This is an optimization exercise on Yosys and OpenROAD, whose aim is small area, a short achievable clock period and few clock cycles, not a production implementation. The RTL was checked by simulation tests, not by an equivalence proof against the original design. Power figures rest on the tool's default switching activity, not on a simulated workload.

## design.v

```verilog
`default_nettype none
package sdf_pkg;
   localparam int MAX_DISTINCT_DEF = 256;
   localparam int VALUE_W          = 32;
   localparam int COUNT_OUT_W      = 9;
   typedef struct packed {
      logic rd_en;
      logic wr_en;
   } mem_ctl_type;
endpackage
`default_nettype wire
`default_nettype none
module sdf_table #(
   parameter int DEPTH = sdf_pkg::MAX_DISTINCT_DEF,
   parameter int NGRP  = 16,
   parameter int NTAIL = 4
) (
   input  wire                             clock,
   input  wire                             clr,        
   input  wire                             ins,        
   input  wire [sdf_pkg::VALUE_W-1:0]      ins_data,
   input  wire [sdf_pkg::VALUE_W-1:0]      query,
   output logic [NGRP-1:0]                 grp_hit,    
   output logic [NTAIL-1:0]                tail_free   
);
   localparam int GS = DEPTH / NGRP;
   logic [DEPTH-1:0][sdf_pkg::VALUE_W-1:0] ring;
   logic [DEPTH-1:0]                       vld;
   logic [DEPTH-1:0]                       match;
   always_ff @(posedge clock) begin
      ring <= {ring[DEPTH-2:0], (ins ? ins_data : ring[DEPTH-1])};
      vld  <= {vld[DEPTH-2:0], (ins | vld[DEPTH-1])} & {DEPTH{!clr}};
   end
   always_comb begin
      for (int p = 0; p < DEPTH; p++) begin
         match[p] = vld[p] && (ring[p] == query);
      end
      for (int g = 0; g < NGRP; g++) begin
         grp_hit[g] = |match[g*GS +: GS];
      end
      for (int k = 0; k < NTAIL; k++) begin
         tail_free[k] = !vld[DEPTH-1-k];
      end
   end
endmodule
`default_nettype wire
`default_nettype none
module sdf_search #(
   parameter int MAX_DISTINCT = sdf_pkg::MAX_DISTINCT_DEF,
   parameter int CW           = $clog2(MAX_DISTINCT + 1),
   parameter int NGRP         = 16,
   parameter int QD           = 2        
) (
   input  wire                                clock,
   input  wire                                reset,
   input  wire                                start,
   input  wire signed [sdf_pkg::VALUE_W-1:0]  req_value,
   input  wire                                req_first_of_job,
   output logic                               busy,
   output logic                               tab_clr,
   output logic                               tab_ins,
   output logic [sdf_pkg::VALUE_W-1:0]        tab_ins_data,
   output logic [sdf_pkg::VALUE_W-1:0]        tab_query,
   input  wire  [NGRP-1:0]                    tab_grp_hit,
   input  wire  [3:0]                         tab_tail_free,
   output logic                               rsp_valid,
   output logic signed [sdf_pkg::VALUE_W-1:0] rsp_echo_value,
   output logic                               rsp_is_new,
   output logic [sdf_pkg::COUNT_OUT_W-1:0]    rsp_distinct_count,
   output logic                               rsp_overflow
);
   localparam int QW = $clog2(QD + 1) + 1;
   logic                          busy_ff;
   logic                          take;
   logic                          s_vld;
   logic [sdf_pkg::VALUE_W-1:0]   s_val;
   logic                          s_fj;
   logic                          m_vld;
   logic [sdf_pkg::VALUE_W-1:0]   m_val;
   logic                          m_fj;
   logic [NGRP-1:0]               m_grp;
   logic                          m_pend;
   logic                          o_vld;
   logic [sdf_pkg::VALUE_W-1:0]   o_val;
   logic                          o_fj;
   logic                          o_ins;
   logic                          o_new;
   logic [sdf_pkg::COUNT_OUT_W-1:0] o_cnt;
   logic                          o_ovf;
   logic [QD-1:0]                        pq_vld;
   logic [QD-1:0][sdf_pkg::VALUE_W-1:0]  pq_val;
   logic [QD-1:0]                        pq_pop;    
   logic [QD-1:0]                        pq_push;   
   logic [sdf_pkg::VALUE_W-1:0]          pq_head;
   logic                                 pq_any;
   logic                                 o_pend;
   logic                                 s_pend;
   logic [CW-1:0]   count_ff;
   logic [CW-1:0]   base;
   logic            hit;
   logic            full;
   logic            add;
   logic [CW-1:0]   count_nx;
   logic            clr;
   assign take = start && !busy_ff && !reset;
   assign clr  = m_vld && m_fj;
   assign o_pend = o_vld && o_ins;
   always_comb begin
      s_pend = o_pend && (o_val == s_val);
      for (int k = 0; k < QD; k++) s_pend = s_pend || (pq_vld[k] && (pq_val[k] == s_val));
   end
   assign hit      = !m_fj && ((!(o_vld && o_fj) && ((|m_grp) || m_pend)) ||
                               (o_pend && (o_val == m_val)));
   assign base     = m_fj ? '0 : count_ff;
   assign full     = (base == CW'(MAX_DISTINCT));
   assign add      = m_vld && !hit && !full;
   assign count_nx = base + CW'(add);
   always_comb begin
      pq_any  = |pq_vld;
      pq_pop  = '0;
      pq_head = pq_val[0];
      for (int k = QD - 1; k >= 0; k--) begin
         if (pq_vld[k]) begin
            pq_pop  = QD'(1) << k;
            pq_head = pq_val[k];
         end
      end
      tab_ins = tab_tail_free[0] && (pq_any || o_pend);
      if (!tab_tail_free[0]) pq_pop = '0;
      pq_push = '0;
      for (int k = QD - 1; k >= 0; k--) begin
         if (!pq_vld[k] || pq_pop[k]) pq_push = QD'(1) << k;
      end
      if (!(o_pend && (pq_any || !tab_tail_free[0]))) pq_push = '0;
   end
   assign tab_clr      = reset || clr;
   assign tab_ins_data = pq_any ? pq_head : o_val;
   assign tab_query    = s_val;
   logic [QW-1:0] wq;
   logic [3:0]    wp;
   always_comb begin
      wp = {take, s_vld, m_vld, o_pend};
      wq = '0;
      for (int k = 0; k < QD; k++) wq = wq + QW'(pq_vld[k]);
      for (int k = 0; k < 4; k++) begin
         wq = wq + QW'(wp[k]);
         if (tab_tail_free[k] && (wq != '0)) wq = wq - QW'(1);
      end
   end
   always_ff @(posedge clock) begin
      s_val  <= req_value;
      s_fj   <= req_first_of_job;
      m_val  <= s_val;
      m_fj   <= s_fj;
      m_grp  <= tab_grp_hit;
      m_pend <= s_pend;
      o_val  <= m_val;
      o_fj   <= m_fj;
      o_ins  <= add;
      o_new  <= !hit;
      o_cnt  <= sdf_pkg::COUNT_OUT_W'(count_nx);
      o_ovf  <= !hit && full;
      for (int k = 0; k < QD; k++) begin
         if (pq_push[k]) pq_val[k] <= o_val;
      end
   end
   always_ff @(posedge clock) begin
      if (reset) begin
         s_vld    <= 1'b0;
         m_vld    <= 1'b0;
         o_vld    <= 1'b0;
         count_ff <= '0;
         pq_vld   <= '0;
         busy_ff  <= 1'b0;
      end else begin
         s_vld    <= take;
         m_vld    <= s_vld;
         o_vld    <= m_vld;
         if (m_vld) count_ff <= count_nx;
         if (clr) pq_vld <= '0;
         else     pq_vld <= (pq_vld & ~pq_pop) | pq_push;
         busy_ff  <= (wq >= QW'(QD));
      end
   end
   assign busy               = busy_ff;
   assign rsp_valid          = o_vld;
   assign rsp_echo_value     = o_val;
   assign rsp_is_new         = o_new;
   assign rsp_distinct_count = o_cnt;
   assign rsp_overflow       = o_ovf;
endmodule
`default_nettype wire
`default_nettype none
module stream_distinct_filter #(
   parameter int MAX_DISTINCT = sdf_pkg::MAX_DISTINCT_DEF
) (
   input  wire                                clock,
   input  wire                                reset,
   input  wire                                start,
   output logic                               busy,
   input  wire signed [sdf_pkg::VALUE_W-1:0]  req_value,
   input  wire                                req_first_of_job,
   output logic                               rsp_valid,
   output logic signed [sdf_pkg::VALUE_W-1:0] rsp_echo_value,
   output logic                               rsp_is_new,
   output logic [sdf_pkg::COUNT_OUT_W-1:0]    rsp_distinct_count,
   output logic                               rsp_overflow
);
   logic                         tab_clr;
   logic                         tab_ins;
   logic [sdf_pkg::VALUE_W-1:0]  tab_ins_data;
   logic [sdf_pkg::VALUE_W-1:0]  tab_query;
   logic [15:0]                  tab_grp_hit;
   logic [3:0]                   tab_tail_free;
   sdf_search #(
      .MAX_DISTINCT (MAX_DISTINCT)
   ) u_search (
      .clock              (clock),
      .reset              (reset),
      .start              (start),
      .req_value          (req_value),
      .req_first_of_job   (req_first_of_job),
      .busy               (busy),
      .tab_clr            (tab_clr),
      .tab_ins            (tab_ins),
      .tab_ins_data       (tab_ins_data),
      .tab_query          (tab_query),
      .tab_grp_hit        (tab_grp_hit),
      .tab_tail_free      (tab_tail_free),
      .rsp_valid          (rsp_valid),
      .rsp_echo_value     (rsp_echo_value),
      .rsp_is_new         (rsp_is_new),
      .rsp_distinct_count (rsp_distinct_count),
      .rsp_overflow       (rsp_overflow)
   );
   sdf_table #(
      .DEPTH (MAX_DISTINCT)
   ) u_table (
      .clock     (clock),
      .clr       (tab_clr),
      .ins       (tab_ins),
      .ins_data  (tab_ins_data),
      .query     (tab_query),
      .grp_hit   (tab_grp_hit),
      .tail_free (tab_tail_free)
   );
endmodule
`default_nettype wire
```

## run.sh

```bash
#!/bin/bash
# synth_recipe.tcl (not shown) runs the flow's synth.tcl, then flattens the netlist and writes it again
# the make line also repeats each setting of config.mk as NAME=value (left out here)
make -C /OpenROAD-flow-scripts/flow DESIGN_CONFIG=/design/flow/config.mk WORK_HOME=/design/flow/orfs CLKGATE_MAP_FILE= SYNTH_SCRIPT=/design/flow/synth_recipe.tcl finish
```

## config.mk

```make
export PLATFORM = sky130hd
export DESIGN_NAME = stream_distinct_filter
export DESIGN_NICKNAME = stream_distinct_filter
export VERILOG_FILES = /design/flow/design.v
export SDC_FILE = /design/flow/constraint.sdc
export NUM_CORES = 4
export LEC_CHECK = 0
export CAP_MARGIN = 20
export CORE_MARGIN = 2
export CORE_UTILIZATION = 60
export SETUP_SLACK_MARGIN = 5
export SLEW_MARGIN = 20
```

## constraint.sdc

```tcl
create_clock -name core_clock -period 10.0 [get_ports {clock}]
set_input_delay 2.0000 -clock core_clock [delete_from_list [all_inputs] [get_ports {clock}]]
set_output_delay 2.0000 -clock core_clock [all_outputs]
set_load 0.01 [all_outputs]
```

==> impl_metrics.csv, run 1 <==
group,metric,value,unit
synth,synth.most_common_cell,"dfxtp_1",
pwr,vdd_ir_drop_max,0.000207,V
synth,synth_compound_area_frac,0.00383,
synth,ys_seq_area_frac,0.636,
synth,synth-async-reset-ratio,0,
sta,worstMarginPinSlew,1.12,ns
clock_tree,cts_hold_buf,0,
hold_path,hold_depth,0,
status,outcome,"timing/DRC/antenna clean",
final_layout,nNetsFinal,22000,
sta,setup_tns,0,ns
clock_tree,cts_inserted_buffers,807,
sta,slew_viol_final,0,
hold_path,min_to,"u_search.m_fj",
sta,hold_viol_final,0,
sta,relSlewSlack,0.254,
synth,syn_nets,21800,
drt,routedWlPerCell,28.4,um
final_layout,instances_no_fill,28700,
drt,firstDrtPassIters,5,
final_layout,multi_input_area,0.0952,sq mm
floorplanning,core_area,0.455,sq mm
sta,fmax,0.193,GHz
run,drv_cap,0,
worst_setup_path,crit_path_start_kind,"flip-flop",
synth,synth-seq-cells,8655,
pwr,powerDensity,225,mW/mm^2
worst_setup_path,reg2reg_depth,26,
place,place_inst,27100,
worst_setup_path,cp_num_buf_inv,4,
synth,synth_area_leaders,"dfxtp_1 63%, xor2_1 25%, nor4_1 4.2%",
global_routing,track_usage,0.342,
worst_setup_path,arrival,6.14,ns
pwr,p_leak,133,nW
place,gp_congestion,0.890,
worst_setup_path,reg2reg_setup_slack,4.83,ns
final_layout,n_fill_cell,33800,
sta,finalSetupViolations,0,
clock_tree,cts.sinks,8655,
clock_tree,clk_latency,1.13,ns
drt,vias,156000,
synth,synthAdderAreaFrac,0.00103,
synth,synthSimpleGateAreaFrac,0.0759,
global_routing,antenna_found_initial,34,
synth,synthCells,21700,
floorplanning,fp.dieW,679,um
synth,synth_mux_area_frac,0.00177,
global_routing,overflow,0,
synth,yosys_warnings,2,
final_layout,drive_above_1_share,0.0751,
synth,synth_common_cells,"8591 x dfxtp_1, 7766 x xor2_1, 1854 x nor4_1",
synth,avgSynthCellArea,12.6,sq um
global_routing,grt_max_degree,144,
synth,syn-cell-area,0.274,sq mm
sta,rsz0062_at_grt,"true",
synth,synth_ff_type,"dfxtp_1",
clock_tree,cts_tree,"done",
synth,yosysTopAreaCellShare,0.629,
global_routing,grt_pass1_vias,160000,
synth,synth-edff-count,64,
global_routing,grt_pass1_wl,1150000,um
synth,synth_largest_area_cell,"dfxtp_1",
worst_setup_path,crit_type,"reg2reg",
floorplanning,start_util,0.601,
worst_setup_path,required,10.97,ns
worst_setup_path,cp-end-kind,"flip-flop",
sta,finalClockSkew,0.0510,ns
final_layout,ff_latch_area,0.174,sq mm
worst_setup_path,crit_family,"adder cells",
clock_tree,h-tree-depth,6,
worst_setup_path,timing.rr.start,"u_search.pq_vld[1]",
drt,routed_via_density,5.45,
floorplanning,die_h,679,um
drt,wl,813000,um
sta,finalCriticalPeriod,5.17,ns
worst_setup_path,path_common_cell,"ha_4",
drt,drtIter0Drc,13100,
worst_setup_path,rr_endpoint,"u_search.busy_ff",
worst_setup_path,max_stage_delay,0.56,ns
place,hpwlAfterDp,552000,um
floorplanning,ioPinCount,81,
worst_setup_path,worstPathMaxFanout,4,
final_layout,synthToLayoutAreaGrowth,12.8,%
clock_tree,cts.clk_slew.worst_paths,0.06,ns
drt,ant_nets,0,
place,port_buffers,80,
drt,drc,0,
worst_setup_path,crit_slowest_cell,"fa_1",
hold_path,hold_class,"reg2reg",
synth,synth_xor_area_frac,0.264,
synth,synth_top_family_by_area,"XOR/XNOR gates",
clock_tree,ctsRootBufferMaster,"clkbuf_16",
hold_path,worstHoldStart,"u_search.s_fj",
clock_tree,cts_buffer_depth,4,
sta,period_share,0.517,
floorplanning,row_count,248,
floorplanning,floorplan.die_area,0.461,sq mm
synth,ys_types,48,
==> worst reg2reg max path, stage by stage (launching register included) <==
cell and delay, ns:
dfxtp_4 0.34, buf_4 0.14, fa_1 0.56, inv_2 0.06, ha_4 0.16, a21oi_4 0.17, xnor2_2 0.09, ha_2 0.19
ha_4 0.28, inv_2 0.05, ha_4 0.16, a21oi_4 0.18, xnor2_2 0.09, ha_2 0.19, ha_4 0.17, or2_4 0.22
mux4_2 0.49, nand2_2 0.08, a21o_1 0.18, xnor2_2 0.14, ha_2 0.22, ha_4 0.22, inv_4 0.06, ha_4 0.14
ha_4 0.14, nor2_4 0.05, o41a_1 0.30
==> worst max path at each step <==
stage | start | end | cells past startpoint
after floorplan | u_search.o_vld | u_search.busy_ff | 27
final | u_search.pq_vld[1] | u_search.busy_ff | 26
after global routing | u_search.pq_vld[1] | u_search.busy_ff | 26
after CTS | u_search.pq_vld[0] | u_search.busy_ff | 26
after detailed placement | u_search.pq_vld[1] | u_search.busy_ff | 28
after global placement | u_search.pq_vld[1] | u_search.busy_ff | 28
==> sequential cells by signal, indices dropped and copies added, names as in the netlist <==
signal,flops
u_search.pq_vld,2
u_search.o_ins,1
u_search.s_val,32
u_search.o_new,1
u_search.o_vld,1
u_search.m_vld,1
u_search.m_val,32
u_search.s_vld,1
u_search.count_ff,9
u_search.m_pend,1
u_search.o_ovf,1
u_search.o_fj,1
u_search.o_cnt,9
u_search.busy_ff,1
u_search.pq_val,64
u_search.o_val,32
u_table.vld,256
u_search.m_grp,16
u_table.ring,8192
u_search.s_fj,1
u_search.m_fj,1
==> cells in the final DEF (no fill, tap or decap), types with 5 or more instances in the layout <==
cell                n
nor4_1           1853
clkbuf_1          174
nand4_1           334
edfxtp_1           64
or4_1               9
bufinv_16          65
o221ai_1            9
inv_1              40
nand2_1            46
nor3_1            476
xor2_1           7765
diode_2            39
ha_2                5
ha_4                7
and2_1            255
xnor2_1           491
clkbuf_8          201
ha_1                9
o22ai_1            11
clkdlybuf4s50_1    80
clkinvlp_4         26
a21oi_1            54
nor2_1             53
buf_12             60
mux2i_1            42
nand3_1           485
inv_2               7
a222oi_1           12
o21ai_0            62
nand2b_1            8
inv_6              22
dfxtp_4            36
buf_4             262
dfxtp_1          8555
a22o_1              5
nor2b_1             6
clkbuf_16         841
clkinv_2          132
==> repair_timing <==
action                                 4_1_cts  5_1_grt
gates resized for setup                     27        2
setup endpoints to repair                    1        1
endpoints found under the hold margin        0        0
buffers inserted                            10        1
pin swaps                                   15        6
cloned                                       0        0
==> area by class of cell <==
class / instances / share of cell area
Clock inverter: 255 / 0.0100
Sequential cell: 8655 / 0.564
Antenna cell: 39 / 0.000316
Clock buffer: 1216 / 0.0793
Timing Repair Buffer: 403 / 0.0130
Tap cell: 6000 / 0.0243
Multi-Input combinational cell: 12000 / 0.308
Inverter: 50 / 0.000624
==> logic make-up after synthesis <==
| kind of cell | count (synthesis) |
|---|---|
| buffers and inverters | 1027 |
| and+or+nand+nor | 3547 |
| DFF | 8655 |
| muxes | 46 |
| xor gates and xnor gates | 8260 |
| AOI/OAI and AO/OA | 173 |
| adders and majority gates | 22 |
==> routing by layer <==
| layer | track usage | vias up | routed length [um] |
|---|---|---|---|
| met5 | 0 | - | 82 |
| met4 | 0.100 | 10 | 24200 |
| met3 | 0.0500 | 1271 | 48000 |
| met2 | 0.550 | 5109 | 371000 |
| met1 | 0.481 | 78100 | 369000 |
| li1 | - | 71800 | - |
==> stage by stage <==
step	power [mW]	hold WS [ns]	cell area (sq um)	utilization	setup WS [ns]
finish	69.5	0.326	309000	0.678	4.83
global placement	38.5	0.313	281000	0.617	4.21
global route	71.2	0.348	309000	0.678	4.62
detailed placement	38.5	0.312	281000	0.617	4.33
floorplan	37.4	0.310	274000	-	5.01
CTS	69.6	0.327	308000	0.678	4.85
==> power by group <==
group | switching, mW | internal [mW] | leakage [nW]
registers | 0.176 | 34.6 | 69.8
clock network | 13.1 | 18.5 | 13.6
logic | 2.07 | 1.04 | 49.2
Testbench counts, summed over its fixed seeds: cycles 14,489.
==> run 2, diff against run 1 <==
--- a/design.v
+++ b/design.v
@@ -24,12 +24,15 @@
    output logic [NTAIL-1:0]                tail_free   
 );
    localparam int GS = DEPTH / NGRP;
+   localparam logic [DEPTH-1:0] INV = {(DEPTH/2){2'b10}};
    logic [DEPTH-1:0][sdf_pkg::VALUE_W-1:0] ring;
+   logic [DEPTH-1:0]                       vst;    
    logic [DEPTH-1:0]                       vld;
    logic [DEPTH-1:0]                       match;
+   assign vld = vst ^ INV;
    always_ff @(posedge clock) begin
       ring <= {ring[DEPTH-2:0], (ins ? ins_data : ring[DEPTH-1])};
-      vld  <= {vld[DEPTH-2:0], (ins | vld[DEPTH-1])} & {DEPTH{!clr}};
+      vst  <= ({vld[DEPTH-2:0], (ins | vld[DEPTH-1])} & {DEPTH{!clr}}) ^ INV;
    end
    always_comb begin
       for (int p = 0; p < DEPTH; p++) begin
@@ -69,7 +72,6 @@
    output logic [sdf_pkg::COUNT_OUT_W-1:0]    rsp_distinct_count,
    output logic                               rsp_overflow
 );
-   localparam int QW = $clog2(QD + 1) + 1;
    logic                          busy_ff;
    logic                          take;
    logic                          s_vld;
@@ -102,6 +104,7 @@
    logic            add;
    logic [CW-1:0]   count_nx;
    logic            clr;
+   logic            rst_q;     
    assign take = start && !busy_ff && !reset;
    assign clr  = m_vld && m_fj;
    assign o_pend = o_vld && o_ins;
@@ -133,21 +136,23 @@
       end
       if (!(o_pend && (pq_any || !tab_tail_free[0]))) pq_push = '0;
    end
-   assign tab_clr      = reset || clr;
+   assign tab_clr      = rst_q || clr;
    assign tab_ins_data = pq_any ? pq_head : o_val;
    assign tab_query    = s_val;
-   logic [QW-1:0] wq;
+   localparam int WT = QD + 4;
+   logic [WT-1:0] wq;
    logic [3:0]    wp;
    always_comb begin
       wp = {take, s_vld, m_vld, o_pend};
       wq = '0;
-      for (int k = 0; k < QD; k++) wq = wq + QW'(pq_vld[k]);
+      for (int k = 0; k < QD; k++) if (pq_vld[k]) wq = {wq[WT-2:0], 1'b1};
       for (int k = 0; k < 4; k++) begin
-         wq = wq + QW'(wp[k]);
-         if (tab_tail_free[k] && (wq != '0)) wq = wq - QW'(1);
+         if (wp[k] && !tab_tail_free[k])       wq = {wq[WT-2:0], 1'b1};
+         else if (!wp[k] && tab_tail_free[k])  wq = {1'b0, wq[WT-1:1]};
       end
    end
    always_ff @(posedge clock) begin
+      rst_q  <= reset;
       s_val  <= req_value;
       s_fj   <= req_first_of_job;
       m_val  <= s_val;
@@ -179,7 +184,7 @@
          if (m_vld) count_ff <= count_nx;
          if (clr) pq_vld <= '0;
          else     pq_vld <= (pq_vld & ~pq_pop) | pq_push;
-         busy_ff  <= (wq >= QW'(QD));
+         busy_ff  <= wq[QD-1];
       end
    end
    assign busy               = busy_ff;
==> flow/run.sh (new file) <==
#!/bin/bash
set -euo pipefail
bash standard.sh SETUP_SLACK_MARGIN=6.6 finish > standard_flow.log 2>&1
==> standard.sh (new file) <==
#!/bin/bash
# synth_recipe.tcl (not shown) runs the flow's synth.tcl, then flattens the netlist and writes it again
# the make line also repeats each setting of config.mk as NAME=value (left out here)
make -C /OpenROAD-flow-scripts/flow DESIGN_CONFIG=/design/flow/config.mk WORK_HOME=/design/flow/orfs CLKGATE_MAP_FILE= SYNTH_SCRIPT=/design/flow/synth_recipe.tcl "${@:-finish}"
--- a/config.mk
+++ b/config.mk
@@ -8,5 +8,8 @@
 export CAP_MARGIN = 20
 export CORE_MARGIN = 2
 export CORE_UTILIZATION = 60
-export SETUP_SLACK_MARGIN = 5
+export CTS_BUF_LIST = sky130_fd_sc_hd__clkbuf_16
+export CTS_CLUSTER_DIAMETER = 80
+export CTS_CLUSTER_SIZE = 25
 export SLEW_MARGIN = 20
+export TNS_END_PERCENT = 10
removed: run.sh
==> run 2 against run 1 <==
Net effect: synthesized cell count about the same; die area up 1.3%; cell area down 5.1%; non-clock buffer count rose by 44; via count decreased by 1.7%; sequential power about the same; critical path depth shrank 12; worst hold slack better by 0.011 ns; count of clock-buffer cells in the layout shrank 807; critical endpoint is now u_search.count_ff[6]; largest cell class unchanged.
==> impl_metrics.csv, run 2 <==
group,metric,value,unit
status,outcome,"timing/DRC/antenna clean",
clock_tree,cts_tree,"done",
hold_path,min_to,"u_search.m_fj",
floorplanning,start_util,0.603,
synth,ys_seq_area_frac,0.627,
floorplanning,core_area,0.460,sq mm
pwr,p_leak,115,nW
worst_setup_path,cp_num_buf_inv,1,
sta,worstMarginPinSlew,1.19,ns
synth,synth.most_common_cell,"dfxtp_1",
floorplanning,row_count,249,
floorplanning,floorplan.die_area,0.468,sq mm
final_layout,final_common_cell,"dfxtp_1",
clock_tree,clk_latency,1.02,ns
final_layout,drive_above_1_share,0.0419,
sta,finalSetupViolations,0,
worst_setup_path,crit_family,"simple AND/OR/NAND/NOR gates",
global_routing,track_usage,0.337,
run,drv_cap,0,
hold_path,hold_class,"reg2reg",
drt,route.met2.wl,375000,um
floorplanning,ioPinCount,81,
pwr,powerDensity,191,mW/mm^2
drt,drt-met1-wl,374000,um
clock_tree,h-tree-depth,5,
sta,rsz0062_at_grt,"true",
worst_setup_path,timing.rr.start,"u_search.m_grp[7]",
sta,hold_viol_final,0,
sta,finalCriticalPeriod,4.08,ns
synth,synth-seq-cells,8656,
place,gp_congestion,0.911,
synth,yosysTopAreaCellShare,0.620,
worst_setup_path,crit_type,"reg2reg",
final_layout,multi_input_area,0.0945,sq mm
hold_path,worstHoldStart,"u_search.s_fj",
place,hpwlAfterDp,557000,um
sta,finalClockSkew,0.0390,ns
synth,synth-edff-count,64,
worst_setup_path,crit_path_start_kind,"flip-flop",
worst_setup_path,reg2reg_depth,14,
final_layout,largest_reg_flops,8192,
pwr,vdd_ir_drop_max,0.000182,V
global_routing,grt_max_degree,79,
final_layout,ff_latch_area,0.174,sq mm
synth,ys_types,61,
floorplanning,fp.dieW,684,um
clock_tree,cts_inserted_buffers,389,
final_layout,synthToLayoutAreaGrowth,5.59,%
worst_setup_path,cp-end-kind,"flip-flop",
synth,synth_area_leaders,"dfxtp_1 62%, xor2_1 17%, xnor2_1 8.9%",
worst_setup_path,crit_slowest_cell,"o41ai_4",
global_routing,antenna_found_initial,26,
worst_setup_path,path_cells,"nor4_4 -> buf_4 -> nand4_1 -> o41ai_4 -> a21o_1 -> and3_4 -> ha_4 -> ha_4 -> and3_4 -> nand3_2 -> xor2_1 -> nor2_1 -> mux2i_1 -> nor2_1",
worst_setup_path,arrival,4.96,ns
drt,drc,0,
final_layout,final_cell_mix,"8521 x dfxtp_1, 5427 x xor2_1, 2809 x xnor2_1",
synth,synth_largest_area_cell,"dfxtp_1",
clock_tree,cts_hold_buf,0,
sta,relSlewSlack,0.204,
drt,routed.top_layer,"met5",
synth,synthCells,21700,
synth,avgSynthCellArea,12.8,sq um
synth,yosys_warnings,2,
global_routing,grt_pass1_vias,156000,
synth,synth-async-reset-ratio,0,
clock_tree,cts_buffer_depth,4,
sta,slew_viol_final,0,
drt,firstDrtPassIters,8,
drt,ant_nets,0,
drt,vias,154000,
place,pre_cts_ws,5.23,ns
clock_tree,cts.clk_slew.worst_paths,0.10,ns
worst_setup_path,rr_endpoint,"u_search.count_ff[6]",
synth,syn_nets,21800,
synth,synth_ff_type,"dfxtp_1",
final_layout,nNetsFinal,21600,
drt,routed_via_density,5.51,
drt,wl,825000,um
worst_setup_path,max_stage_delay,0.70,ns
sta,fmax,0.245,GHz
worst_setup_path,reg2reg_setup_slack,5.92,ns
final_layout,regMostFlops,"u_table.ring",
floorplanning,die_h,684,um
place,port_buffers,80,
sta,fin_ws,5.92,ns
global_routing,overflow,0,
global_routing,grt_pass1_wl,1150000,um
clock_tree,cts.sinks,8656,
clock_tree,ctsRootBufferMaster,"clkbuf_16",
worst_setup_path,required,10.88,ns
sta,setup_tns,0,ns
final_layout,reg_top3,"u_table.ring (8192), u_table.vst (256), u_search.pq_val (64)",
sta,period_share,0.408,
drt,drtIter0Drc,14000,
worst_setup_path,worstPathMaxFanout,3,
synth,syn-cell-area,0.277,sq mm
final_layout,n_fill_cell,36100,
synth,synth_common_cells,"8592 x dfxtp_1, 5427 x xor2_1, 2811 x xnor2_1",
drt,routedWlPerCell,29.6,um
drt,met3_length,43300,um
hold_path,hold_depth,0,
-- run 2: cell families (layout without fill, tap and decap cells) --
| family | Yosys count | in the layout | share of synthesized area |
|---|---|---|---|
| adders and majority gates | 2 | 2 | 0.0000902 |
| xor gates and xnor gates | 8238 | 8238 | 0.260 |
| other | 0 | 72 | 0 |
| DFF | 8656 | 8656 | 0.627 |
| muxes | 38 | 38 | 0.00137 |
| and+or+nand+nor | 3535 | 3535 | 0.0727 |
| AOI/OAI and AO/OA | 234 | 234 | 0.00573 |
| buffers and inverters | 1039 | 969 | 0.0326 |
-- run 2: worst max path at each step --
stage          depth (start not counted)          startpoint              endpoint
2_1_floorplan                          4  u_search.pq_vld[0]    u_search.pq_val[0]
3_3_place_gp                          13  u_search.m_grp[12]  u_search.count_ff[6]
3_5_place_dp                          13  u_search.m_grp[12]  u_search.count_ff[6]
4_1_cts                                1   u_search.o_val[5]     rsp_echo_value[5]
5_1_grt                               14   u_search.m_grp[7]  u_search.count_ff[6]
6_report                              14   u_search.m_grp[7]  u_search.count_ff[6]
-- run 2: layer usage --
metal	GRT usage	vias up
li1	-	70600
met1	0.477	77000
met2	0.544	4891
met3	0.0305	1143
met4	0.116	6
met5	0	-
-- run 2: final cells by class --
type	count	share of cell area
diodes	72	0.000615
clock buffers	409	0.0350
clock inverters	61	0.00153
inverters	52	0.000675
multi-input cells	12000	0.323
flip-flops and latches	8656	0.595
well taps	6149	0.0263
repair buffers	447	0.0181
-- run 2: power by group --
group          total (mW)  internal, mW  switching, mW
clock                18.1          7.46           10.6
sequential           34.6          34.5          0.109
combinational        3.24          1.10           2.14
-- run 2: metrics by stage --
stage          hold slack, ns  power (mW)  instance area (sq um)   util  cells
2_1_floorplan           0.310        37.7                 277000      -  21700
3_3_place_gp            0.311        38.5                 280000  0.608  27200
3_5_place_dp            0.316        38.5                 280000  0.608  27200
4_1_cts                 0.340        55.9                 291000  0.632  27700
5_1_grt                 0.344        57.4                 293000  0.636  27900
6_report                0.337        55.9                 293000  0.636  27900
-- run 2: repair_timing --
action,CTS,global route
cloned,0,8
setup endpoints to repair,82,80
setup buffers,6,89
resized for setup,102,167
pin swaps,7,8
Testbench counts of run 2, summed over its fixed seeds: cycles 14,489.
==> run 3, diff against run 2 <==
--- a/config.mk
+++ b/config.mk
@@ -7,7 +7,7 @@
 export LEC_CHECK = 0
 export CAP_MARGIN = 20
 export CORE_MARGIN = 2
-export CORE_UTILIZATION = 60
+export CORE_UTILIZATION = 70
 export CTS_BUF_LIST = sky130_fd_sc_hd__clkbuf_16
 export CTS_CLUSTER_DIAMETER = 80
 export CTS_CLUSTER_SIZE = 25
==> run 3 against run 2 <==
Net effect: highest routed layer unchanged; still clean on timing, DRC and antenna; combinational power shrank 1%; synthesized cell count is the same; first-iteration DRC count up 3.4%; clock skew decreased by 0.010 ns; power fell by 1.2%; critical path type unchanged; core utilization up 10 points; synthesized area unchanged; critical endpoint is now u_search.m_grp[10].
==> impl_metrics.csv, run 3 <==
group,metric,value,unit
global_routing,grt_pass1_wl,1110000,um
sta,slew_viol_final,0,
floorplanning,ioPinCount,81,
hold_path,hold_depth,0,
worst_setup_path,worstPathMaxFanout,67,
floorplanning,start_util,0.702,
synth,synth-seq-cells,8656,
drt,wl,790000,um
pwr,p_leak,114,nW
status,outcome,"timing/DRC/antenna clean",
pwr,vdd_ir_drop_max,0.000184,V
worst_setup_path,required,10.89,ns
floorplanning,fp.dieW,633,um
final_layout,drive_above_1_share,0.0425,
drt,firstDrtPassIters,7,
sta,relSlewSlack,0.166,
final_layout,synthToLayoutAreaGrowth,4.85,%
final_layout,regMostFlops,"u_table.ring",
global_routing,overflow,0,
worst_setup_path,arrival,4.62,ns
clock_tree,cts.clk_slew.worst_paths,0.10,ns
final_layout,multi_input_area,0.0945,sq mm
synth,synth_area_leaders,"dfxtp_1 62%, xor2_1 17%, xnor2_1 8.9%",
drt,drc,0,
worst_setup_path,crit_type,"reg2reg",
clock_tree,cts_inserted_buffers,384,
floorplanning,die_h,633,um
global_routing,antenna_found_initial,15,
clock_tree,cts_tree,"done",
floorplanning,floorplan.die_area,0.401,sq mm
synth,yosysTopAreaCellShare,0.620,
floorplanning,core_area,0.395,sq mm
drt,routedWlPerCell,29.4,um
worst_setup_path,max_stage_delay,0.67,ns
worst_setup_path,crit_path_start_kind,"flip-flop",
sta,fmax,0.268,GHz
synth,synth_common_cells,"8592 x dfxtp_1, 5427 x xor2_1, 2811 x xnor2_1",
clock_tree,clk_latency,1.03,ns
clock_tree,ctsRootBufferMaster,"clkbuf_16",
global_routing,grt_max_degree,86,
pwr,powerDensity,190,mW/mm^2
final_layout,final_cell_mix,"8520 x dfxtp_1, 5427 x xor2_1, 2811 x xnor2_1",
floorplanning,row_count,231,
sta,hold_viol_final,0,
drt,ant_nets,0,
final_layout,reg_top3,"u_table.ring (8192), u_table.vst (256), u_search.pq_val (64)",
clock_tree,h-tree-depth,5,
final_layout,fin_util,0.736,
place,gp_congestion,0.935,
final_layout,final_common_cell,"dfxtp_1",
synth,syn_nets,21800,
worst_setup_path,reg2reg_depth,8,
worst_setup_path,cp-end-kind,"flip-flop",
hold_path,worstHoldStart,"u_search.s_fj",
synth,synthCells,21700,
clock_tree,cts_hold_buf,0,
synth,ys_types,61,
run,drv_cap,0,
sta,rsz0062_at_grt,"true",
sta,finalSetupViolations,0,
sta,finalCriticalPeriod,3.73,ns
synth,synth-async-reset-ratio,0,
clock_tree,cts.sinks,8656,
synth,synth.most_common_cell,"dfxtp_1",
synth,syn-cell-area,0.277,sq mm
final_layout,nNetsFinal,21600,
global_routing,track_usage,0.381,
clock_tree,cts_buffer_depth,4,
final_layout,ff_latch_area,0.174,sq mm
synth,avgSynthCellArea,12.8,sq um
sta,worstMarginPinSlew,1.25,ns
synth,ys_seq_area_frac,0.627,
global_routing,grt_pass1_vias,159000,
worst_setup_path,rr_endpoint,"u_search.m_grp[10]",
drt,routed_via_density,5.83,
worst_setup_path,reg2reg_setup_slack,6.27,ns
drt,vias,157000,
sta,setup_tns,0,ns
synth,synth_largest_area_cell,"dfxtp_1",
synth,synth_ff_type,"dfxtp_1",
hold_path,min_to,"u_search.m_fj",
place,port_buffers,80,
hold_path,hold_class,"reg2reg",
place,hpwlAfterDp,520000,um
sta,period_share,0.373,
sta,finalClockSkew,0.0287,ns
drt,drtIter0Drc,14500,
worst_setup_path,path_cells,"buf_16 -> buf_6 -> xnor2_1 -> nand4_1 -> nor4_1 -> nand3_1 -> o2111ai_1 -> or4_1",
worst_setup_path,timing.rr.start,"u_search.s_val[18]",
worst_setup_path,crit_slowest_cell,"dfxtp_4",
synth,synth-edff-count,64,
synth,yosys_warnings,2,
final_layout,largest_reg_flops,8192,
final_layout,n_fill_cell,27300,
run 3: per-stage QoR:
step           cell area (sq um)  cells  setup WS [ns]  power, mW  hold WS (ns)
2_1_floorplan             277000  21700           6.28       37.7         0.310
3_3_place_gp              278000  26300           5.25       38.4         0.311
3_5_place_dp              279000  26300           5.75       38.4         0.313
4_1_cts                   290000  26800           6.37       55.2         0.337
5_1_grt                   291000  26900           6.21       56.6         0.353
6_report                  291000  26900           6.27       55.3         0.339
run 3: cell families after synthesis:
kind of cell / share of synthesized area
flip-flops: 0.627
XOR/XNOR: 0.260
AND/OR/NAND/NOR: 0.0727
buffers and inverters: 0.0326
AO/OA/AOI/OAI: 0.00573
multiplexers: 0.00137
adder cells (fa/ha/maj): 0.0000902
run 3: metal layers:
metal / up-vias / GRT usage / part of all wire
met3: 1759 / 0.0541 / 0.070
met1: 78100 / 0.512 / 0.42
li1: 70400 / - / -
met2: 6425 / 0.617 / 0.46
met4: 16 / 0.166 / 0.050
met5: - / 0 / 0.00012
run 3: worst max-delay path: cells and delay by family, from the launching register on:
kind / cells / cell delay (ns)
AOI/OAI and AO/OA: 1 / 0.15
xor gates and xnor gates: 1 / 0.17
buffers and inverters: 2 / 0.90
DFF: 1 / 0.67
and+or+nand+nor: 4 / 1.28
run 3: final cells by class:
| type | instances | share of cell area |
|---|---|---|
| inverters | 52 | 0.000732 |
| well taps | 5242 | 0.0226 |
| clock inverters | 24 | 0.000448 |
| multi-input cells | 12000 | 0.325 |
| flip-flops and latches | 8656 | 0.599 |
| diodes | 11 | 0.0000947 |
| repair buffers | 446 | 0.0177 |
| clock buffers | 397 | 0.0342 |
run 3: report_power, final:
group | internal [mW] | total [mW] | switching, mW | leakage, nW
registers | 34.5 | 34.6 | 0.107 | 69.8
clock network | 7.12 | 17.5 | 10.4 | 5.02
logic | 1.10 | 3.20 | 2.10 | 39.5
total | 42.7 | 55.3 | 12.6 | 114
run 3: repair_timing:
item | 4_1_cts | 5_1_grt
gates cloned | 5 | 5
pin swaps | 5 | 3
setup buffers | 71 | 30
endpoints found under the setup margin | 76 | 74
endpoints found under the hold margin | 0 | 0
resized for setup | 358 | 76
run 3: worst max-delay path by stage:
stage | from | to | depth (start not counted)
after floorplan | u_search.pq_vld[0] | u_search.pq_val[0] | 4
after global placement | u_search.m_grp[11] | u_search.count_ff[6] | 14
after detailed placement | reset | u_search.busy_ff | 5
after CTS | u_search.m_grp[9] | u_search.count_ff[6] | 15
after global routing | u_search.m_grp[10] | u_search.count_ff[6] | 15
final | u_search.s_val[18] | u_search.m_grp[10] | 8
==> run 4, diff against run 3 <==
--- a/design.v
+++ b/design.v
@@ -82,6 +82,7 @@
    logic                          m_fj;
    logic [NGRP-1:0]               m_grp;
    logic                          m_pend;
+   logic                          m_eqp;     
    logic                          o_vld;
    logic [sdf_pkg::VALUE_W-1:0]   o_val;
    logic                          o_fj;
@@ -98,7 +99,7 @@
    logic                                 o_pend;
    logic                                 s_pend;
    logic [CW-1:0]   count_ff;
-   logic [CW-1:0]   base;
+   logic [CW-1:0]   count_p1;   
    logic            hit;
    logic            full;
    logic            add;
@@ -113,11 +114,13 @@
       for (int k = 0; k < QD; k++) s_pend = s_pend || (pq_vld[k] && (pq_val[k] == s_val));
    end
    assign hit      = !m_fj && ((!(o_vld && o_fj) && ((|m_grp) || m_pend)) ||
-                               (o_pend && (o_val == m_val)));
-   assign base     = m_fj ? '0 : count_ff;
-   assign full     = (base == CW'(MAX_DISTINCT));
+                               (o_pend && m_eqp));
+   assign full     = !m_fj && (count_ff == CW'(MAX_DISTINCT));
    assign add      = m_vld && !hit && !full;
-   assign count_nx = base + CW'(add);
+   always_comb begin
+      if (m_fj) count_nx = CW'(add);
+      else      count_nx = add ? count_p1 : count_ff;
+   end
    always_comb begin
       pq_any  = |pq_vld;
       pq_pop  = '0;
@@ -159,6 +162,7 @@
       m_fj   <= s_fj;
       m_grp  <= tab_grp_hit;
       m_pend <= s_pend;
+      m_eqp  <= (s_val == m_val);
       o_val  <= m_val;
       o_fj   <= m_fj;
       o_ins  <= add;
@@ -175,13 +179,17 @@
          m_vld    <= 1'b0;
          o_vld    <= 1'b0;
          count_ff <= '0;
+         count_p1 <= CW'(1);
          pq_vld   <= '0;
          busy_ff  <= 1'b0;
       end else begin
          s_vld    <= take;
          m_vld    <= s_vld;
          o_vld    <= m_vld;
-         if (m_vld) count_ff <= count_nx;
+         if (m_vld) begin
+            count_ff <= count_nx;
+            count_p1 <= count_nx + CW'(1);
+         end
          if (clr) pq_vld <= '0;
          else     pq_vld <= (pq_vld & ~pq_pop) | pq_push;
          busy_ff  <= wq[QD-1];
==> flow/run.sh (replaced) <==
#!/bin/bash
set -euo pipefail
bash standard.sh SETUP_SLACK_MARGIN=6.8 "BUFFER_PORTS_ARGS=-buffer_cell sky130_fd_sc_hd__buf_2" finish > standard_flow.log 2>&1
==> run 4 against run 3 <==
Net effect: die area is 0.53% lower; worst hold slack worse by 0.0033 ns; combinational power is 12% higher; sequential share of layout area is 0.57 points lower; non-clock buffer count is 155 higher; still clean on timing, DRC and antenna; synthesized area is 0.53% lower.
==> impl_metrics.csv, run 4 <==
group,metric,value,unit
place,pre_cts_ws,5.59,ns
drt,routed_via_density,6.00,
final_layout,instances_no_fill,26900,
synth,synthSimpleGateAreaFrac,0.0711,
global_routing,antenna_found_initial,48,
worst_setup_path,crit_slowest_cell,"dfxtp_4",
pwr,vdd_ir_drop_max,0.000223,V
global_routing,grt_busiest_layer,"met2",
final_layout,final_cell_mix,"8527 x dfxtp_1, 4236 x xnor2_1, 4015 x xor2_1",
synth,avgSynthCellArea,12.8,sq um
synth,synth_largest_area_cell,"dfxtp_1",
synth,yosys_warnings,2,
place,place_inst,26200,
sta,finalCriticalPeriod,3.52,ns
clock_tree,cts_buffer_depth,4,
worst_setup_path,worstPathMaxFanout,2,
floorplanning,ioPinCount,81,
hold_path,hold_class,"reg2reg",
synth,synthAdderAreaFrac,0.0000454,
place,port_buffers,80,
global_routing,use_met2,0.633,
place,gp_congestion,0.980,
final_layout,n_fill_cell,26200,
drt,routedWlPerCell,31.6,um
drt,wl,850000,um
drt,firstDrtPassIters,8,
global_routing,grt_use_met1,0.562,
sta,fmax,0.284,GHz
synth,syn-cell-area,0.276,sq mm
final_layout,reg_top3,"u_table.ring (8192), u_table.vst (256), u_search.pq_val (64)",
sta,relSlewSlack,0.174,
sta,slew_viol_final,0,
final_layout,ff_latch_area,0.174,sq mm
synth,synth_area_leaders,"dfxtp_1 62%, xnor2_1 13%, xor2_1 13%",
pwr,p_leak,110,nW
final_layout,nNetsFinal,21600,
drt,drtIter0Drc,18900,
synth,ys_seq_area_frac,0.631,
final_layout,drive_above_1_share,0.0534,
clock_tree,h-tree-depth,5,
clock_tree,cts_inserted_buffers,384,
worst_setup_path,max_stage_delay,0.37,ns
run,drv_cap,0,
worst_setup_path,crit_path_start_kind,"flip-flop",
final_layout,final_common_cell,"dfxtp_1",
synth,synth-edff-count,64,
clock_tree,ctsRootBufferMaster,"clkbuf_16",
synth,synth_xor_area_frac,0.262,
synth,synth_common_cells,"8602 x dfxtp_1, 4236 x xnor2_1, 4015 x xor2_1",
floorplanning,row_count,230,
status,outcome,"timing/DRC/antenna clean",
synth,synth.most_common_cell,"dfxtp_1",
floorplanning,die_h,632,um
floorplanning,floorplan.die_area,0.399,sq mm
sta,period_share,0.352,
sta,finalClockSkew,0.0498,ns
sta,rsz0062_at_grt,"true",
global_routing,grt_pass1_vias,161000,
drt,vias,161000,
worst_setup_path,required,8.00,ns
worst_setup_path,timing.rr.start,"u_search.s_val[14]",
sta,setup_tns,0,ns
drt,drc,0,
synth,yosysTopAreaCellShare,0.624,
drt,ant_nets,0,
clock_tree,cts_tree,"done",
worst_setup_path,cp_num_buf_inv,1,
place,hpwlAfterDp,547000,um
worst_setup_path,path_cells,"buf_2",
pwr,power.total,55.8,mW
clock_tree,cts.clk_slew.worst_paths,0.09,ns
sta,finalSetupViolations,0,
synth,synth_compound_area_frac,0.00662,
synth,synth_mux_area_frac,0.00142,
worst_setup_path,arrival,1.52,ns
synth,syn_nets,21700,
global_routing,overflow,0,
sta,hold_viol_final,0,
global_routing,grt_pass1_wl,1180000,um
synth,ys_types,68,
global_routing,track_usage,0.414,
floorplanning,fp.dieW,632,um
final_layout,synthToLayoutAreaGrowth,6.55,%
worst_setup_path,crit_family,"flip-flops",
clock_tree,cts.sinks,8666,
worst_setup_path,crit_start,"u_search.o_val[3]",
floorplanning,start_util,0.703,
final_layout,regMostFlops,"u_table.ring",
pwr,powerDensity,190,mW/mm^2
worst_setup_path,cp-end-kind,"primary output",
clock_tree,clk_latency,1.05,ns
synth,synthCells,21600,
sta,fin_ws,6.48,ns
worst_setup_path,reg2reg_setup_slack,6.51,ns
sta,worstMarginPinSlew,1.23,ns
final_layout,largest_reg_flops,8192,
hold_path,worstHoldStart,"u_table.ring[1955]",
synth,synth_top_family_by_area,"XOR/XNOR gates",
worst_setup_path,crit_type,"reg2out",
synth,synth-seq-cells,8666,
clock_tree,cts_hold_buf,0,
global_routing,met3_usage,0.0803,
synth,synth-async-reset-ratio,0,
global_routing,grt_max_degree,76,
final_layout,multi_input_area,0.0946,sq mm
floorplanning,core_area,0.392,sq mm
synth,synth_ff_type,"dfxtp_1",
-- run 4: final cells by class --
class / count / share of cell area
inverters: 44 / 0.000596
flip-flops and latches: 8666 / 0.593
diodes: 21 / 0.000179
well taps: 5220 / 0.0222
repair buffers: 601 / 0.0273
clock inverters: 33 / 0.000583
clock buffers: 398 / 0.0339
multi-input cells: 11900 / 0.322
-- run 4: layer usage --
layer | part of all wire | vias up
met3 | 0.092 | 2091
met4 | 0.061 | 28
met1 | 0.41 | 79900
li1 | - | 70600
met2 | 0.44 | 8697
met5 | 0.00028 | -
-- run 4: path summary, 6_finish.rpt --
kind	end	depth (start not counted)
setup / recovery	rsp_echo_value[3]	1
hold / removal	u_table.ring[1987]	0
setup reg to reg	u_search.m_grp[0]	10
hold reg to reg	u_table.ring[1987]	0
-- run 4: kinds of logic after synthesis --
| kind of cell | Yosys count |
|---|---|
| compound gates | 280 |
| xor+xnor | 8251 |
| fa+ha+maj | 1 |
| buf+inv | 1035 |
| flops | 8666 |
| mux | 39 |
| simple gates | 3343 |
-- run 4: metrics by stage --
step	hold WS (ns)	area [sq um]	util
after floorplan	0.310	276000	-
after global placement	0.313	278000	0.709
after detailed placement	0.318	278000	0.710
after CTS	0.341	293000	0.748
after global routing	0.352	294000	0.749
final	0.336	294000	0.749
-- run 4: repair_timing --
| action | in CTS | in global routing |
|---|---|---|
| pin swaps | 3 | 4 |
| resized for setup | 396 | 82 |
| cloned | 28 | 5 |
| endpoints found under the setup margin | 104 | 99 |
| buffers inserted | 191 | 12 |
-- run 4: report_power, final --
| group | internal [mW] | total [mW] | switching, mW |
|---|---|---|---|
| registers | 34.6 | 34.6 | 0.0640 |
| logic | 1.28 | 3.60 | 2.32 |
| clock network | 7.14 | 17.6 | 10.5 |
Testbench counts of run 4, summed over its fixed seeds: cycles 14,489.
==> run 5, diff against run 4 <==
--- a/design.v
+++ b/design.v
@@ -105,7 +105,7 @@
    logic            add;
    logic [CW-1:0]   count_nx;
    logic            clr;
-   logic            rst_q;     
+   logic            tclr_ff;   
    assign take = start && !busy_ff && !reset;
    assign clr  = m_vld && m_fj;
    assign o_pend = o_vld && o_ins;
@@ -139,7 +139,7 @@
       end
       if (!(o_pend && (pq_any || !tab_tail_free[0]))) pq_push = '0;
    end
-   assign tab_clr      = rst_q || clr;
+   assign tab_clr      = tclr_ff;
    assign tab_ins_data = pq_any ? pq_head : o_val;
    assign tab_query    = s_val;
    localparam int WT = QD + 4;
@@ -155,7 +155,7 @@
       end
    end
    always_ff @(posedge clock) begin
-      rst_q  <= reset;
+      tclr_ff <= reset || (s_vld && s_fj);
       s_val  <= req_value;
       s_fj   <= req_first_of_job;
       m_val  <= s_val;
--- a/config.mk
+++ b/config.mk
@@ -7,7 +7,7 @@
 export LEC_CHECK = 0
 export CAP_MARGIN = 20
 export CORE_MARGIN = 2
-export CORE_UTILIZATION = 70
+export CORE_UTILIZATION = 75
 export CTS_BUF_LIST = sky130_fd_sc_hd__clkbuf_16
 export CTS_CLUSTER_DIAMETER = 80
 export CTS_CLUSTER_SIZE = 25
==> run 5 against run 4 <==
Net effect: largest power group unchanged; wire length down 2.8%; combinational power about the same; largest cell class unchanged; synthesized cell count down 0.11%.
==> impl_metrics.csv, run 5 <==
group,metric,value,unit
floorplanning,start_util,0.754,
synth,synth-seq-cells,8666,
synth,yosysTopAreaCellShare,0.624,
status,outcome,"timing/DRC/antenna clean",
run,drv_cap,0,
pwr,p_leak,108,nW
worst_setup_path,crit_path_start_kind,"flip-flop",
final_layout,nNetsFinal,21600,
drt,drc,0,
worst_setup_path,required,10.95,ns
sta,relSlewSlack,0.195,
drt,routed_via_density,6.13,
floorplanning,core_area,0.366,sq mm
sta,hold_viol_final,0,
global_routing,grt_pass1_vias,163000,
global_routing,overflow,0,
sta,worstMarginPinSlew,1.21,ns
final_layout,drive_above_1_share,0.0547,
floorplanning,fp.dieW,611,um
worst_setup_path,arrival,4.62,ns
sta,period_share,0.367,
synth,ys_types,65,
sta,finalCriticalPeriod,3.67,ns
synth,synth-edff-count,64,
synth,synth_mux_area_frac,0.00149,
pwr,vdd_ir_drop_max,0.000200,V
place,place_inst,25800,
synth,synthCells,21600,
final_layout,regMostFlops,"u_table.ring",
synth,yosys_warnings,2,
synth,synth_top_family_by_area,"XOR/XNOR gates",
synth,synth_area_leaders,"dfxtp_1 62%, xnor2_1 15%, xor2_1 11%",
drt,routedWlPerCell,31.2,um
clock_tree,cts_hold_buf,0,
global_routing,grt_max_degree,78,
floorplanning,die_h,611,um
clock_tree,clk_latency,1.03,ns
sta,fin_hold_ws,0.345,ns
hold_path,worstHoldStart,"u_table.ring[2289]",
sta,rsz0062_at_grt,"true",
synth,synthSimpleGateAreaFrac,0.0724,
worst_setup_path,crit_start,"u_search.s_val[10]",
worst_setup_path,crit_family,"simple AND/OR/NAND/NOR gates",
synth,synth_largest_area_cell,"dfxtp_1",
worst_setup_path,max_stage_delay,0.54,ns
pwr,powerDensity,190,mW/mm^2
sta,finalClockSkew,0.0430,ns
floorplanning,floorplan.die_area,0.373,sq mm
global_routing,grt_pass1_wl,1150000,um
final_layout,n_fill_cell,22100,
drt,firstDrtPassIters,6,
synth,syn_nets,21600,
drt,wl,826000,um
clock_tree,ctsRootBufferMaster,"clkbuf_16",
worst_setup_path,crit_slowest_cell,"buf_4",
drt,ant_nets,0,
drt,vias,162000,
worst_setup_path,worstPathMaxFanout,27,
clock_tree,cts_inserted_buffers,384,
worst_setup_path,path_cells,"buf_4 -> buf_6 -> xor2_1 -> nor4_1 -> nand4_1 -> or4_1 -> nor4_2 -> nor4_1 -> nand4_1",
place,gp_congestion,0.969,
final_layout,synthToLayoutAreaGrowth,6.32,%
synth,avgSynthCellArea,12.8,sq um
synth,synth_common_cells,"8602 x dfxtp_1, 4871 x xnor2_1, 3363 x xor2_1",
worst_setup_path,cp_num_buf_inv,2,
sta,slew_viol_final,0,
synth,synthAdderAreaFrac,0.0000453,
clock_tree,cts.clk_slew.worst_paths,0.10,ns
worst_setup_path,cp-end-kind,"flip-flop",
global_routing,track_usage,0.428,
floorplanning,row_count,222,
sta,fmax,0.272,GHz
place,hpwlAfterDp,540000,um
final_layout,final_common_cell,"dfxtp_1",
synth,synth_compound_area_frac,0.00641,
worst_setup_path,crit_type,"reg2reg",
global_routing,antenna_found_initial,42,
clock_tree,cts.sinks,8666,
synth,syn-cell-area,0.276,sq mm
clock_tree,cts_buffer_depth,4,
final_layout,reg_top3,"u_table.ring (8192), u_table.vst (256), u_search.pq_val (64)",
hold_path,hold_class,"reg2reg",
place,port_buffers,80,
synth,synth_ff_type,"dfxtp_1",
final_layout,final_cell_mix,"8527 x dfxtp_1, 4870 x xnor2_1, 3363 x xor2_1",
final_layout,largest_reg_flops,8192,
synth,synth.most_common_cell,"dfxtp_1",
clock_tree,cts_tree,"done",
synth,synth_xor_area_frac,0.261,
final_layout,instances_no_fill,26500,
synth,ys_seq_area_frac,0.630,
drt,drtIter0Drc,19200,
worst_setup_path,timing.rr.start,"u_search.s_val[10]",
sta,setup_tns,0,ns
synth,synth-async-reset-ratio,0,
floorplanning,ioPinCount,81,
sta,finalSetupViolations,0,
clock_tree,h-tree-depth,5,
run 5: cell count changes after synthesis, sizes merged, moves of 70 or more:
| cell | change |
|---|---|
| nand2b | +128 |
| nand2 | -125 |
| nor4 | -70 |
| xnor2 | +635 |
| nand4 | +100 |
| nor3 | -70 |
| xor2 | -652 |
run 5: path summary, 6_finish.rpt:
kind	cells past startpoint	slack (ns)	end
setup / recovery	9	6.33	u_search.m_grp[7]
hold / removal	0	0.34	u_table.ring[2321]
setup reg to reg	9	6.33	u_search.m_grp[7]
hold reg to reg	0	0.34	u_table.ring[2321]
run 5: per-layer routing:
layer	track usage	vias to the layer above	part of all wire
met1	0.577	80400	0.40
met4	0.222	22	0.061
met5	0	-	0.00017
met2	0.653	9099	0.44
met3	0.0911	2198	0.10
li1	-	70700	-
run 5: cell type report:
class | instances | area, sq um | share of cell area
clock inverter | 29 | 144 | 0.000490
multi-input combinational | 11900 | 95100 | 0.324
tap | 4816 | 6030 | 0.0205
clock buffer | 396 | 9910 | 0.0337
timing repair buffer | 600 | 7780 | 0.0265
antenna | 33 | 82.6 | 0.000281
sequential | 8666 | 174000 | 0.594
inverter | 52 | 210 | 0.000716
run 5: stage by stage:
stage	util	power [mW]	setup slack, ns	area (sq um)
final	0.802	55.7	6.33	294000
after global routing	0.802	56.9	6.40	294000
after CTS	0.799	55.4	6.41	292000
after detailed placement	0.761	38.6	5.51	278000
after global placement	0.760	38.6	5.24	278000
after floorplan	-	37.7	6.45	276000
run 5: cell families after synthesis:
| group | Yosys count |
|---|---|
| DFF | 8666 |
| AOI/OAI and AO/OA | 267 |
| muxes | 41 |
| and+or+nand+nor | 3338 |
| xor gates and xnor gates | 8234 |
| adders and majority gates | 1 |
| buffers and inverters | 1044 |
run 5: where the power goes:
group / internal, mW / switching, mW
Sequential: 34.6 / 0.0713
Clock: 7.10 / 10.4
Combinational: 1.31 / 2.31
run 5: what timing repair did:
action                                  4_1_cts  5_1_grt
cloned                                       29       10
resized for setup                           371      147
setup buffers                               139       16
pin swaps                                     4        4
endpoints found under the setup margin       87       78
Testbench counts of run 5, summed over its fixed seeds: cycles 14,489.
==> run 6, diff against run 5 <==
--- a/design.v
+++ b/design.v
@@ -12,7 +12,7 @@
 `default_nettype none
 module sdf_table #(
    parameter int DEPTH = sdf_pkg::MAX_DISTINCT_DEF,
-   parameter int NGRP  = 16,
+   parameter int NGRP  = 32,
    parameter int NTAIL = 4
 ) (
    input  wire                             clock,
@@ -20,6 +20,7 @@
    input  wire                             ins,        
    input  wire [sdf_pkg::VALUE_W-1:0]      ins_data,
    input  wire [sdf_pkg::VALUE_W-1:0]      query,
+   input  wire [sdf_pkg::VALUE_W-1:0]      query_n,    
    output logic [NGRP-1:0]                 grp_hit,    
    output logic [NTAIL-1:0]                tail_free   
 );
@@ -36,7 +37,8 @@
    end
    always_comb begin
       for (int p = 0; p < DEPTH; p++) begin
-         match[p] = vld[p] && (ring[p] == query);
+         if (p < DEPTH / 2) match[p] = vld[p] && (ring[p] == query);
+         else               match[p] = vld[p] && ((ring[p] ^ query_n) == '1);
       end
       for (int g = 0; g < NGRP; g++) begin
          grp_hit[g] = |match[g*GS +: GS];
@@ -51,7 +53,7 @@
 module sdf_search #(
    parameter int MAX_DISTINCT = sdf_pkg::MAX_DISTINCT_DEF,
    parameter int CW           = $clog2(MAX_DISTINCT + 1),
-   parameter int NGRP         = 16,
+   parameter int NGRP         = 32,
    parameter int QD           = 2        
 ) (
    input  wire                                clock,
@@ -64,6 +66,7 @@
    output logic                               tab_ins,
    output logic [sdf_pkg::VALUE_W-1:0]        tab_ins_data,
    output logic [sdf_pkg::VALUE_W-1:0]        tab_query,
+   output logic [sdf_pkg::VALUE_W-1:0]        tab_query_n,
    input  wire  [NGRP-1:0]                    tab_grp_hit,
    input  wire  [3:0]                         tab_tail_free,
    output logic                               rsp_valid,
@@ -76,6 +79,7 @@
    logic                          take;
    logic                          s_vld;
    logic [sdf_pkg::VALUE_W-1:0]   s_val;
+   logic [sdf_pkg::VALUE_W-1:0]   s_val_n;   
    logic                          s_fj;
    logic                          m_vld;
    logic [sdf_pkg::VALUE_W-1:0]   m_val;
@@ -100,6 +104,7 @@
    logic                                 s_pend;
    logic [CW-1:0]   count_ff;
    logic [CW-1:0]   count_p1;   
+   logic [CW-1:0]   count_p2;   
    logic            hit;
    logic            full;
    logic            add;
@@ -142,6 +147,7 @@
    assign tab_clr      = tclr_ff;
    assign tab_ins_data = pq_any ? pq_head : o_val;
    assign tab_query    = s_val;
+   assign tab_query_n  = s_val_n;
    localparam int WT = QD + 4;
    logic [WT-1:0] wq;
    logic [3:0]    wp;
@@ -157,6 +163,7 @@
    always_ff @(posedge clock) begin
       tclr_ff <= reset || (s_vld && s_fj);
       s_val  <= req_value;
+      s_val_n <= ~req_value;
       s_fj   <= req_first_of_job;
       m_val  <= s_val;
       m_fj   <= s_fj;
@@ -180,6 +187,7 @@
          o_vld    <= 1'b0;
          count_ff <= '0;
          count_p1 <= CW'(1);
+         count_p2 <= CW'(2);
          pq_vld   <= '0;
          busy_ff  <= 1'b0;
       end else begin
@@ -188,7 +196,13 @@
          o_vld    <= m_vld;
          if (m_vld) begin
             count_ff <= count_nx;
-            count_p1 <= count_nx + CW'(1);
+            if (m_fj) begin
+               count_p1 <= add ? CW'(2) : CW'(1);
+               count_p2 <= add ? CW'(3) : CW'(2);
+            end else if (add) begin
+               count_p1 <= count_p2;
+               count_p2 <= count_p2 + CW'(1);
+            end
          end
          if (clr) pq_vld <= '0;
          else     pq_vld <= (pq_vld & ~pq_pop) | pq_push;
@@ -223,7 +237,8 @@
    logic                         tab_ins;
    logic [sdf_pkg::VALUE_W-1:0]  tab_ins_data;
    logic [sdf_pkg::VALUE_W-1:0]  tab_query;
-   logic [15:0]                  tab_grp_hit;
+   logic [sdf_pkg::VALUE_W-1:0]  tab_query_n;
+   logic [31:0]                  tab_grp_hit;
    logic [3:0]                   tab_tail_free;
    sdf_search #(
       .MAX_DISTINCT (MAX_DISTINCT)
@@ -238,6 +253,7 @@
       .tab_ins            (tab_ins),
       .tab_ins_data       (tab_ins_data),
       .tab_query          (tab_query),
+      .tab_query_n        (tab_query_n),
       .tab_grp_hit        (tab_grp_hit),
       .tab_tail_free      (tab_tail_free),
       .rsp_valid          (rsp_valid),
@@ -254,6 +270,7 @@
       .ins       (tab_ins),
       .ins_data  (tab_ins_data),
       .query     (tab_query),
+      .query_n   (tab_query_n),
       .grp_hit   (tab_grp_hit),
       .tail_free (tab_tail_free)
    );
==> flow/run.sh (replaced) <==
#!/bin/bash
set -euo pipefail
bash standard.sh SETUP_SLACK_MARGIN=6.6 "BUFFER_PORTS_ARGS=-buffer_cell sky130_fd_sc_hd__buf_2" finish > standard_flow.log 2>&1
--- a/config.mk
+++ b/config.mk
@@ -7,7 +7,7 @@
 export LEC_CHECK = 0
 export CAP_MARGIN = 20
 export CORE_MARGIN = 2
-export CORE_UTILIZATION = 75
+export CORE_UTILIZATION = 70
 export CTS_BUF_LIST = sky130_fd_sc_hd__clkbuf_16
 export CTS_CLUSTER_DIAMETER = 80
 export CTS_CLUSTER_SIZE = 25
==> run 6 against run 5 <==
Net effect: largest power group unchanged; synthesized cell count grew 0.42%; synthesized area grew 0.23%; critical path type unchanged; core utilization shrank 5.6 points; flip-flop and latch count grew 57.
==> impl_metrics.csv, run 6 <==
group,metric,value,unit
worst_setup_path,reg2reg_depth,8,
hold_path,hold_class,"reg2reg",
global_routing,track_usage,0.380,
final_layout,nNetsFinal,21600,
synth,synthCells,21700,
worst_setup_path,crit_family,"simple AND/OR/NAND/NOR gates",
worst_setup_path,crit_path_start_kind,"flip-flop",
sta,finalCriticalPeriod,3.64,ns
sta,period_share,0.364,
drt,ant_nets,0,
global_routing,overflow,0,
synth,synth_ff_type,"dfxtp_1",
drt,drc,0,
sta,rsz0062_at_grt,"true",
drt,routedWlPerCell,29.7,um
clock_tree,h-tree-depth,5,
final_layout,synthToLayoutAreaGrowth,5.93,%
floorplanning,core_area,0.393,sq mm
final_layout,n_fill_cell,26600,
place,gp_congestion,0.913,
clock_tree,cts.sinks,8723,
pwr,power.total,56.0,mW
clock_tree,cts_buffer_depth,4,
sta,fmax,0.275,GHz
synth,syn_nets,21700,
sta,hold_viol_final,0,
synth,synth.most_common_cell,"dfxtp_1",
pwr,powerDensity,191,mW/mm^2
final_layout,largest_reg_flops,8192,
place,hpwlAfterDp,518000,um
drt,routed_via_density,5.89,
floorplanning,die_h,633,um
synth,ys_seq_area_frac,0.633,
synth,synth-edff-count,64,
pwr,vdd_ir_drop_max,0.000179,V
sta,worstMarginPinSlew,1.36,ns
worst_setup_path,cp_num_buf_inv,2,
final_layout,postLayoutCellArea,0.293,sq mm
hold_path,hold_depth,0,
drt,vias,158000,
drt,firstDrtPassIters,8,
synth,ys_types,64,
final_layout,reg_top3,"u_table.ring (8192), u_table.vst (256), u_search.pq_val (64)",
clock_tree,cts_tree,"done",
run,drv_cap,0,
worst_setup_path,required,10.96,ns
worst_setup_path,crit_slowest_cell,"nor4_2",
clock_tree,ctsRootBufferMaster,"clkbuf_16",
clock_tree,clk_latency,1.03,ns
floorplanning,fp.dieW,633,um
synth,synth-async-reset-ratio,0,
synth,yosysTopAreaCellShare,0.626,
synth,synth_area_leaders,"dfxtp_1 63%, xor2_1 14%, xnor2_1 12%",
clock_tree,cts_hold_buf,0,
clock_tree,cts.clk_slew.worst_paths,0.10,ns
floorplanning,ioPinCount,81,
worst_setup_path,rr_endpoint,"u_search.m_grp[9]",
hold_path,min_to,"u_table.ring[4295]",
synth,avgSynthCellArea,12.8,sq um
synth,yosys_warnings,2,
worst_setup_path,worstPathMaxFanout,55,
place,port_buffers,80,
pwr,p_leak,111,nW
worst_setup_path,path_common_cell,"or4_1",
global_routing,grt_max_degree,117,
worst_setup_path,crit_type,"reg2reg",
sta,slew_viol_final,0,
synth,synth-seq-cells,8723,
final_layout,final_cell_mix,"8558 x dfxtp_1, 4298 x xor2_1, 3945 x xnor2_1",
worst_setup_path,reg2reg_setup_slack,6.36,ns
sta,finalSetupViolations,0,
global_routing,antenna_found_initial,31,
sta,relSlewSlack,0.0950,
final_layout,fin_util,0.746,
worst_setup_path,arrival,4.60,ns
worst_setup_path,cp-end-kind,"flip-flop",
final_layout,regMostFlops,"u_table.ring",
worst_setup_path,max_stage_delay,0.56,ns
global_routing,grt_pass1_vias,159000,
synth,synth_largest_area_cell,"dfxtp_1",
worst_setup_path,path_cells,"buf_12 -> buf_8 -> xor2_1 -> nor4_1 -> nand4_1 -> or4_1 -> nor4_2 -> or4_1",
final_layout,final_common_cell,"dfxtp_1",
drt,wl,799000,um
drt,drtIter0Drc,16400,
hold_path,worstHoldStart,"u_table.ring[4263]",
final_layout,drive_above_1_share,0.0494,
place,dpl_cell_area,0.280,sq mm
synth,syn-cell-area,0.277,sq mm
sta,fin_hold_ws,0.351,ns
synth,synth_common_cells,"8659 x dfxtp_1, 4298 x xor2_1, 3945 x xnor2_1",
floorplanning,row_count,230,
clock_tree,cts_inserted_buffers,387,
global_routing,grt_pass1_wl,1110000,um
sta,finalClockSkew,0.0361,ns
worst_setup_path,timing.rr.start,"u_search.s_val[14]",
sta,setup_tns,0,ns
floorplanning,floorplan.die_area,0.400,sq mm
status,outcome,"timing/DRC/antenna clean",
floorplanning,start_util,0.704,
-- run 6: cell types whose count changed in the layout (fill, tap and decap cells not counted), sizes merged, moves of 43 or more --
cell / change
xor2: +935
xnor2: -926
nor4: +110
nand4: -83
nand3: -80
dfxtp: +57
nor3: +49
buf: -43
-- run 6: what timing repair did --
item	in CTS	in global routing
pin swaps	3	2
resized for setup	152	140
setup endpoints to repair	116	89
setup buffers	57	122
gates cloned	2	14
-- run 6: metal layers --
layer,global-route usage,part of all wire,vias to the layer above
met5,0,0.00015,-
met2,0.608,0.45,7223
met1,0.523,0.42,78700
met4,0.150,0.046,18
li1,-,-,70600
met3,0.0533,0.077,1666
-- run 6: kinds of logic (layout without fill, tap and decap cells) --
logic type	Yosys count	count (layout)	synth area share
flip-flops	8723	8723	0.633
AND/OR/NAND/NOR	3321	3321	0.0714
adder cells (fa/ha/maj)	2	2	0.0000814
other	0	6	0
AO/OA/AOI/OAI	289	289	0.00686
XOR/XNOR	8243	8243	0.261
multiplexers	32	32	0.00116
buffers and inverters	1071	1044	0.0266
-- run 6: cell type report --
type | instances | area, sq um | area share
clock buffer | 404 | 10100 | 0.0345
clock inverter | 44 | 230 | 0.000785
multi-input combinational | 11900 | 94300 | 0.322
inverter | 66 | 248 | 0.000845
tap | 5220 | 6530 | 0.0223
antenna | 6 | 15.0 | 0.0000512
sequential | 8723 | 176000 | 0.599
timing repair buffer | 530 | 6110 | 0.0208
-- run 6: worst max-delay path by stage --
stage,startpoint,endpoint,slack (ns),cells past startpoint
after detailed placement,u_search.m_grp[16],u_search.count_p2[3],5.52,9
after global placement,u_search.m_grp[16],u_search.count_p2[3],5.57,9
final,u_search.s_val[14],u_search.m_grp[9],6.36,8
after global routing,u_search.o_val[7],rsp_echo_value[7],6.42,1
after CTS,u_search.o_val[6],rsp_echo_value[6],6.40,1
after floorplan,start,u_search.busy_ff,6.90,7
-- run 6: stage by stage --
step / setup slack (ns) / instances
after global placement: 5.57 / 26200
after CTS: 6.40 / 26700
after floorplan: 6.90 / 21700
final: 6.36 / 26900
after detailed placement: 5.52 / 26200
after global routing: 6.42 / 26900
-- run 6: where the power goes --
| part | switching (mW) | total [mW] | leakage [nW] | internal, mW |
|---|---|---|---|---|
| clock network | 10.5 | 17.7 | 5.21 | 7.25 |
| registers | 0.194 | 35.0 | 70.4 | 34.8 |
| logic | 2.09 | 3.29 | 35.6 | 1.20 |
| total | 12.8 | 56.0 | 111 | 43.3 |
-- run 6: worst register-to-register path, stage by stage, from the launching register on --
cell and delay, ns:
dfxtp_4 0.36, buf_12 0.39, buf_8 0.69, xor2_1 0.23, nor4_1 0.44, nand4_1 0.15, or4_1 0.53, nor4_2 0.56
or4_1 0.23
Testbench counts of run 6, summed over its fixed seeds: cycles 14,489.

re-timing with driven ports:
How much do the figures lean on ideal ports? The routed layouts below were timed once more, with nothing changed but the port constraints. Step 1 assumes that a clkbuf_16 drives the clock port and a buf_2 every other input. Step 2 times the ports against the registers' clock, not the clock port: input delays grow and output delays shrink by t, the midpoint of the rising clock arrivals with the driver on. Slacks: ideal / step 1 / step 2; pairs: ideal / step 1.
run | shift t [ns] | setup slack, ns
run 1 | 1.245 | 4.832 / 4.832 / 4.832
run 2 | 1.135 | 5.920 / 5.872 / 5.625
run 3 | 1.127 | 6.267 / 6.267 / 5.687
run 4 | 1.133 | 6.476 / 6.359 / 6.280
run 5 | 1.139 | 6.330 / 6.254 / 6.330
run 6 | 1.127 | 6.357 / 6.343 / 6.228
After both steps every run listed still meets setup and hold.
